This design comes from an exercise in tuning for small area, a short achievable clock period and few clock cycles on the open sky130 flow, not from production work. The RTL was checked by simulation tests, not by an equivalence proof against the original design. No activity file was given, so power comes from the tool's default toggle rates.

===== flow/design.v =====
`default_nettype none
package cachePkg;
	localparam int addressWidth = 16;
	localparam int dataWidth = 32;
	localparam int offsetWidth = 2;
	localparam int indexWidth = 4;
	localparam int tagWidth = addressWidth - indexWidth - offsetWidth;
	localparam int ways = 2;
	localparam int lineWords = 1 << offsetWidth;
	localparam int sets = 1 << indexWidth;  
	localparam int indexLsb = offsetWidth;
	localparam int tagLsb = offsetWidth + indexWidth;
	typedef logic [addressWidth-1:0] addressT;
	typedef logic [dataWidth-1:0] dataT;
	typedef logic [tagWidth-1:0] tagT;
	typedef logic [indexWidth-1:0] indexT;
	typedef logic [offsetWidth-1:0] offsetT;
	typedef logic [$clog2(ways)-1:0] wayT;
	localparam offsetT lastOffset = offsetT'(lineWords - 1);  
	typedef enum logic {
		invalid = 1'b0,
		valid = 1'b1
	} lineStateT;
	typedef enum logic [2:0] {
		idle,
		lookup,
		fill,
		writeThrough,
		respond
	} controllerStateT;
endpackage
`default_nettype wire
`timescale 1ns/1ps
`default_nettype none
module cacheNode (
	input logic clock,
	input logic rstN,
	input logic cpuReq,
	input logic cpuWrite,
	input cachePkg::addressT cpuAddress,
	input cachePkg::dataT cpuWriteData,
	output logic cpuDone,
	output cachePkg::dataT cpuReadData,
	output logic memRead,
	output logic memWrite,
	output cachePkg::addressT memAddress,
	output cachePkg::dataT memWriteData,
	input logic memDone,
	input cachePkg::dataT memReadData,
	input logic snoopWrite,
	input cachePkg::addressT snoopAddress
);
	localparam int lines = cachePkg::sets * cachePkg::ways;
	localparam int words = lines * cachePkg::lineWords;
	cachePkg::tagT tagArray [0:lines-1];
	logic [lines-1:0] validArray;
	cachePkg::dataT dataArray [0:words-1];
	logic [cachePkg::sets-1:0] lruWay;  
	logic filling;    
	logic writing;    
	logic hitDone;    
	cachePkg::indexT reqIndex;
	cachePkg::wayT reqWay;
	cachePkg::offsetT reqOffset;
	logic [cachePkg::addressWidth-1:cachePkg::indexLsb] reqLine;
	cachePkg::offsetT fillOffset;  
	logic [1:0] fillCount;         
	cachePkg::tagT cpuTag;
	cachePkg::indexT cpuIndex;
	cachePkg::offsetT cpuOffset;
	cachePkg::tagT snoopTag;
	cachePkg::indexT snoopIndex;
	assign cpuTag = cpuAddress[cachePkg::tagLsb +: cachePkg::tagWidth];
	assign cpuIndex = cpuAddress[cachePkg::indexLsb +: cachePkg::indexWidth];
	assign cpuOffset = cpuAddress[cachePkg::offsetWidth-1:0];
	assign snoopTag = snoopAddress[cachePkg::tagLsb +: cachePkg::tagWidth];
	assign snoopIndex = snoopAddress[cachePkg::indexLsb +: cachePkg::indexWidth];
	logic [cachePkg::ways-1:0] cpuMatch;
	logic [cachePkg::ways-1:0] snoopMatch;
	logic cpuHit;
	cachePkg::wayT cpuHitWay;
	cachePkg::wayT cpuVictim;
	always_comb begin
		for (int w = 0; w < cachePkg::ways; w++) begin
			cpuMatch[w] = validArray[{cpuIndex, cachePkg::wayT'(w)}]
				&& tagArray[{cpuIndex, cachePkg::wayT'(w)}] == cpuTag;
			snoopMatch[w] = validArray[{snoopIndex, cachePkg::wayT'(w)}]
				&& tagArray[{snoopIndex, cachePkg::wayT'(w)}] == snoopTag;
		end
	end
	assign cpuHit = |cpuMatch;
	assign cpuHitWay = cpuMatch[1];
	assign cpuVictim = lruWay[cpuIndex];
	logic readMiss;
	logic writeReq;
	logic fillDone;
	logic fillLast;
	assign readMiss = cpuReq && !cpuWrite && !cpuHit;
	assign writeReq = cpuReq && cpuWrite;
	assign fillDone = filling && memDone;
	assign fillLast = fillDone && fillCount == 2'd3;
	assign memRead = readMiss || (fillDone && !fillLast);
	assign memWrite = writeReq;
	assign memAddress = filling ? {reqLine, fillOffset + 2'd1} : cpuAddress;
	assign memWriteData = cpuWriteData;
	assign cpuDone = hitDone || fillLast || (writing && memDone);
	assign cpuReadData = dataArray[{reqIndex, reqWay, reqOffset}];
	always_ff @(posedge clock or negedge rstN) begin
		if (!rstN) begin
			filling <= 1'b0;
			writing <= 1'b0;
			hitDone <= 1'b0;
			fillCount <= '0;
			validArray <= '0;
			lruWay <= '0;
		end else begin
			hitDone <= cpuReq && !cpuWrite && cpuHit;
			if (readMiss) begin
				filling <= 1'b1;
				fillCount <= '0;
			end else if (fillDone) begin
				fillCount <= fillCount + 2'd1;
				if (fillLast) begin
					filling <= 1'b0;
				end
			end
			if (writeReq) begin
				writing <= 1'b1;
			end else if (memDone) begin
				writing <= 1'b0;
			end
			if (cpuReq && cpuHit) begin
				lruWay[cpuIndex] <= ~cpuHitWay;
			end
			if (readMiss) begin
				validArray[{cpuIndex, cpuVictim}] <= 1'b1;
				lruWay[cpuIndex] <= ~cpuVictim;
			end
			if (snoopWrite) begin
				for (int w = 0; w < cachePkg::ways; w++) begin
					if (snoopMatch[w]) begin
						validArray[{snoopIndex, cachePkg::wayT'(w)}] <= 1'b0;
					end
				end
			end
		end
	end
	always_ff @(posedge clock) begin
		if (cpuReq) begin
			reqIndex <= cpuIndex;
			reqOffset <= cpuOffset;
			reqWay <= cpuHit ? cpuHitWay : cpuVictim;
		end
		if (readMiss) begin
			reqLine <= cpuAddress[cachePkg::addressWidth-1:cachePkg::indexLsb];
			fillOffset <= cpuOffset;
			tagArray[{cpuIndex, cpuVictim}] <= cpuTag;
		end else if (fillDone) begin
			fillOffset <= fillOffset + 2'd1;
		end
	end
	logic dataWrite;
	logic [$clog2(words)-1:0] dataWriteWord;
	cachePkg::dataT dataWriteValue;
	assign dataWrite = fillDone || (writeReq && cpuHit);
	assign dataWriteWord = filling ? {reqIndex, reqWay, fillOffset} : {cpuIndex, cpuHitWay, cpuOffset};
	assign dataWriteValue = filling ? memReadData : cpuWriteData;
	always_ff @(posedge clock) begin
		if (dataWrite) begin
			dataArray[dataWriteWord] <= dataWriteValue;
		end
	end
endmodule
`default_nettype wire

===== flow/run.sh =====
#!/bin/bash
# synth_recipe.tcl (not shown) runs the flow's synth.tcl, then flattens the netlist and writes it again
# the make line also repeats each setting of config.mk as NAME=value (left out here)
make -C /OpenROAD-flow-scripts/flow DESIGN_CONFIG=/design/flow/config.mk WORK_HOME=/design/flow/orfs CLKGATE_MAP_FILE= SYNTH_SCRIPT=/design/flow/synth_recipe.tcl finish

===== flow/config.mk =====
export PLATFORM = sky130hd
export DESIGN_NAME = cacheNode
export DESIGN_NICKNAME = cacheNode
export VERILOG_FILES = /design/flow/design.v
export SDC_FILE = /design/flow/constraint.sdc
export NUM_CORES = 4
export LEC_CHECK = 0
export CAP_MARGIN = 20
export CORE_MARGIN = 2
export CORE_UTILIZATION = 40
export SLEW_MARGIN = 20

===== flow/constraint.sdc =====
create_clock -name core_clock -period 7.5 [get_ports {clock}]
set_input_delay 1.5000 -clock core_clock [delete_from_list [all_inputs] [get_ports {clock}]]
set_output_delay 1.5000 -clock core_clock [all_outputs]
set_load 0.01 [all_outputs]

==> results_dict.tcl <==
set metrics [dict create \
    vdd_drop_max_mv 0.289 \
    p_seq_share_pct 50.4 \
    use_met1_pct 27.5 \
    syn_to_final_growth_pct 15.1 \
    syn_area_mm2 0.178 \
    core_mm2 0.442 \
    yosysWarnings 1 \
    worstPathRequired_ns 6.00 \
    viasPerCell 5.87 \
    min_path_type "register to register" \
    power_leakage_nw 62.6 \
    synthTopCellsByCount "4439 x edfxtp_1, 1487 x mux4_2, 311 x clkbuf_1" \
    endpoint_kind "output port" \
    slew-limit-headroom_pct 19.6 \
    finClkSkew_ns 0.0766 \
    drc 0 \
    ctsHoldBuffers 0 \
    cts_tree "built" \
    ys_seq_area_share_pct 75.9 \
    min_period_ns 6.98 \
    swShare_pct 24.4 \
    cts_setup_buffers 0 \
    ys_ff_latch 4499 \
    top_usage_layer "met2" \
    synth_edf_count 4439 \
    rsz0062_at_grt "false" \
    critPathLaunchType "register" \
    cts-root-buf "clkbuf_16" \
    drive_gt1_share_pct 32.7 \
    avgSynthCellArea_um2 23.7 \
    die_h_um 670 \
    path_class "register to output port" \
    post-route-period-util_pct 93.1 \
    status "no timing/DRC/antenna violations" \
    start_util_pct 40.2 \
    gr-usage-met2_pct 32.2 \
    place.gp.congestion 0.869 \
    critPathMaxFanout 31 \
    yosys.cell_types.count 65 \
    first_iter_violations 10700 \
    wl_mm 454 \
    power.switching_w 0.0142 \
    wl_per_cell_um 31.7 \
    power_density_mw_per_mm2 285 \
    hold_ws_ns 0.470 \
    drt_pass1_iterations 10 \
    clk_pin_slew_ns 0.06 \
    p_int_w 0.0440 \
    globalRouteOverflowTotal 0 \
    yosysTopAreaCell "edfxtp_1" \
    hpwl_mm 262 \
    synth_top_area_share_pct 75.1 \
    grt_use_met3_pct 3.80 \
    grtUsageTotal_pct 19.9 \
    numCtsBuffers 442 \
    async_flop_share_pct 1.18 \
    fillers 35900 \
    synthTopCellsByArea "edfxtp_1 75%, mux4_2 19%, mux2i_1 0.79%" \
    grt_pass1_wl_mm 643 \
    setup_viol 0 \
    fmax_ghz 0.143 \
    fin_util_pct 46.3 \
    cts.sinks 4499 \
    slew_violations 0 \
    clockPowerShare_pct 37.6 \
    ys.flop_type "edfxtp_1" \
    clock_path_buffers 4 \
    p_comb_share_pct 12.0 \
    hold_viol 0 \
    worstSkewPairLatency_ns 1.00 \
    cts_max_level 5 \
    std_cell_rows 244 \
    antenna_found_initial 39 \
    vias 83900 \
    tns_ns 0 \
    arrival_ns 5.48 \
    placed_cell_area_mm2 0.190 \
    boundaryPins 185 \
    cts_resized 0 \
    drt.antenna.violating_nets 0 \
    syn_inst 7475 \
    cap_violations 0 \
    die_area_mm2 0.449 \
    p_total_w 0.0583 \
    tightest_slew_ns 1.20 \
    fin_area_mm2 0.204 \
    nNetsFinal 8101 \
    grt_max_degree 122 \
    die_x_um 670 \
    synthesis.nets 7593 \
    portBuffers 182 \
    grt_pass1_vias 86600 \
    yosysMostFrequentCell "edfxtp_1" \
]
## routing by layer
| layer | wire, um | share of wire [%] |
|---|---|---|
| met1 | 184000 | 41 |
| met2 | 219000 | 48 |
| met3 | 36000 | 7.9 |
| met5 | 72 | 0.016 |
| met4 | 14500 | 3.2 |
## worst paths after layout
kind	startpoint	endpoint	slack [ns]	cells past startpoint
max	register	cpuReadData[25]	0.52	7
min	reqOffset[0]	register	0.47	1
max reg2reg	tagArray[30][3]	dataArray[7][14]	2.25	10
min reg2reg	reqOffset[0]	register	0.47	1
max in group asynchronous	rstN	filling	6.30	2
min in group asynchronous	rstN	validArray[28]	0.64	2
## cell usage in the layout, fill, tap and decap left out, drive strengths merged, types with 6 or more instances in the layout
master	count
nand2b	8
edfxtp	4439
mux4	1487
mux2	90
nor3	56
clkbuf	533
diode	52
o21ai	36
or2	10
dfxtp	7
a31oi	50
a21oi	58
ha	16
mux2i	141
a211oi	130
nor2b	11
clkinv	204
and3	6
nor2	89
nor4	12
nand4	9
xnor2	35
nand3	19
o22ai	45
bufinv	46
o221ai	12
clkinvlp	20
clkdlybuf4s50	173
and2	6
o211ai	6
nand2	71
xor2	11
dfrtp	53
buf	378
inv	31
## cell type report
type	count	area, um^2	share of cell area [%]
Timing Repair Buffer	552	5410	2.65
Clock inverter	284	2670	1.31
Tap cell	5904	7390	3.61
Clock buffer	532	11600	5.66
Multi-Input combinational cell	2471	42400	20.7
Sequential cell	4499	135000	65.9
Antenna cell	52	130	0.0637
Inverter	17	63.8	0.0312
## cells by family after synthesis
logic type,count (synthesis),synth area share (%)
flip-flops,4499,75.9
multiplexers,1718,20.2
AO/OA/AOI/OAI,370,1.40
XOR/XNOR,46,0.227
buffers and inverters,505,1.22
adder cells (fa/ha/maj),16,0.113
AND/OR/NAND/NOR,321,0.895
## metrics by stage
| stage | std cells | setup slack (ns) |
|---|---|---|
| floorplan | 7475 | -0.518 |
| global placement | 13400 | 0.588 |
| detailed placement | 13400 | 0.595 |
| CTS | 14300 | 0.391 |
| global route | 14300 | 0.296 |
| finish | 14300 | 0.517 |
## power by group through the flow
stage	clock (W)	sequential (W)	combinational [W]
final	0.0219	0.0294	0.00699
after global routing	0.0232	0.0294	0.00737
after CTS	0.0223	0.0294	0.00703
after detailed placement	0	0.0299	0.00701
after global placement	0	0.0299	0.00680
after floorplan	0	0.0298	0.00372
## critical path, stage by stage (launching register included)
cell and delay, ns:
dfxtp_4 0.88, buf_4 0.65, buf_4 0.46, mux4_2 0.55, mux4_2 0.58, mux4_2 0.50
mux2_2 0.33, clkdlybuf4s50_1 0.50
## flip-flops by register name, indices dropped and copies added, names as in the netlist, named ones only
name	count
reqOffset	2
fillOffset	2
writing	1
lruWay	16
validArray	32
reqLine	14
filling	1
hitDone	1
reqIndex	4
tagArray	320
reqWay	1
dataArray	4096
fillCount	2
Testbench counts, summed over its fixed seeds: cycles 206,443.

==> static timing again, ports no longer ideal <==
How much do the figures lean on ideal ports? The routed layout below was timed once more, with nothing changed but the port constraints.
Step 1, drivers: a clkbuf_16 drives clock and a buf_2 each remaining input, both assumed.
Step 2 also shifts input and output timing later by t, the mid clock arrival at the registers, as if the neighbouring blocks saw the same clock.
a / b / c = ideal / step 1 / step 2; a / b = the first two.
t (ns): 1.086
slack for setup (ns): 0.517 / 0.398 / 0.318
hold slack, ns: 0.470 / 0.470 / 0.470
worst setup path after step 2: input to register
latest minus earliest clock arrival (ns): 0.083 / 0.083
After both steps this run still meets setup and hold. The setup slack of this run moves by -0.119 ns with the drivers and by -0.199 ns with both steps.
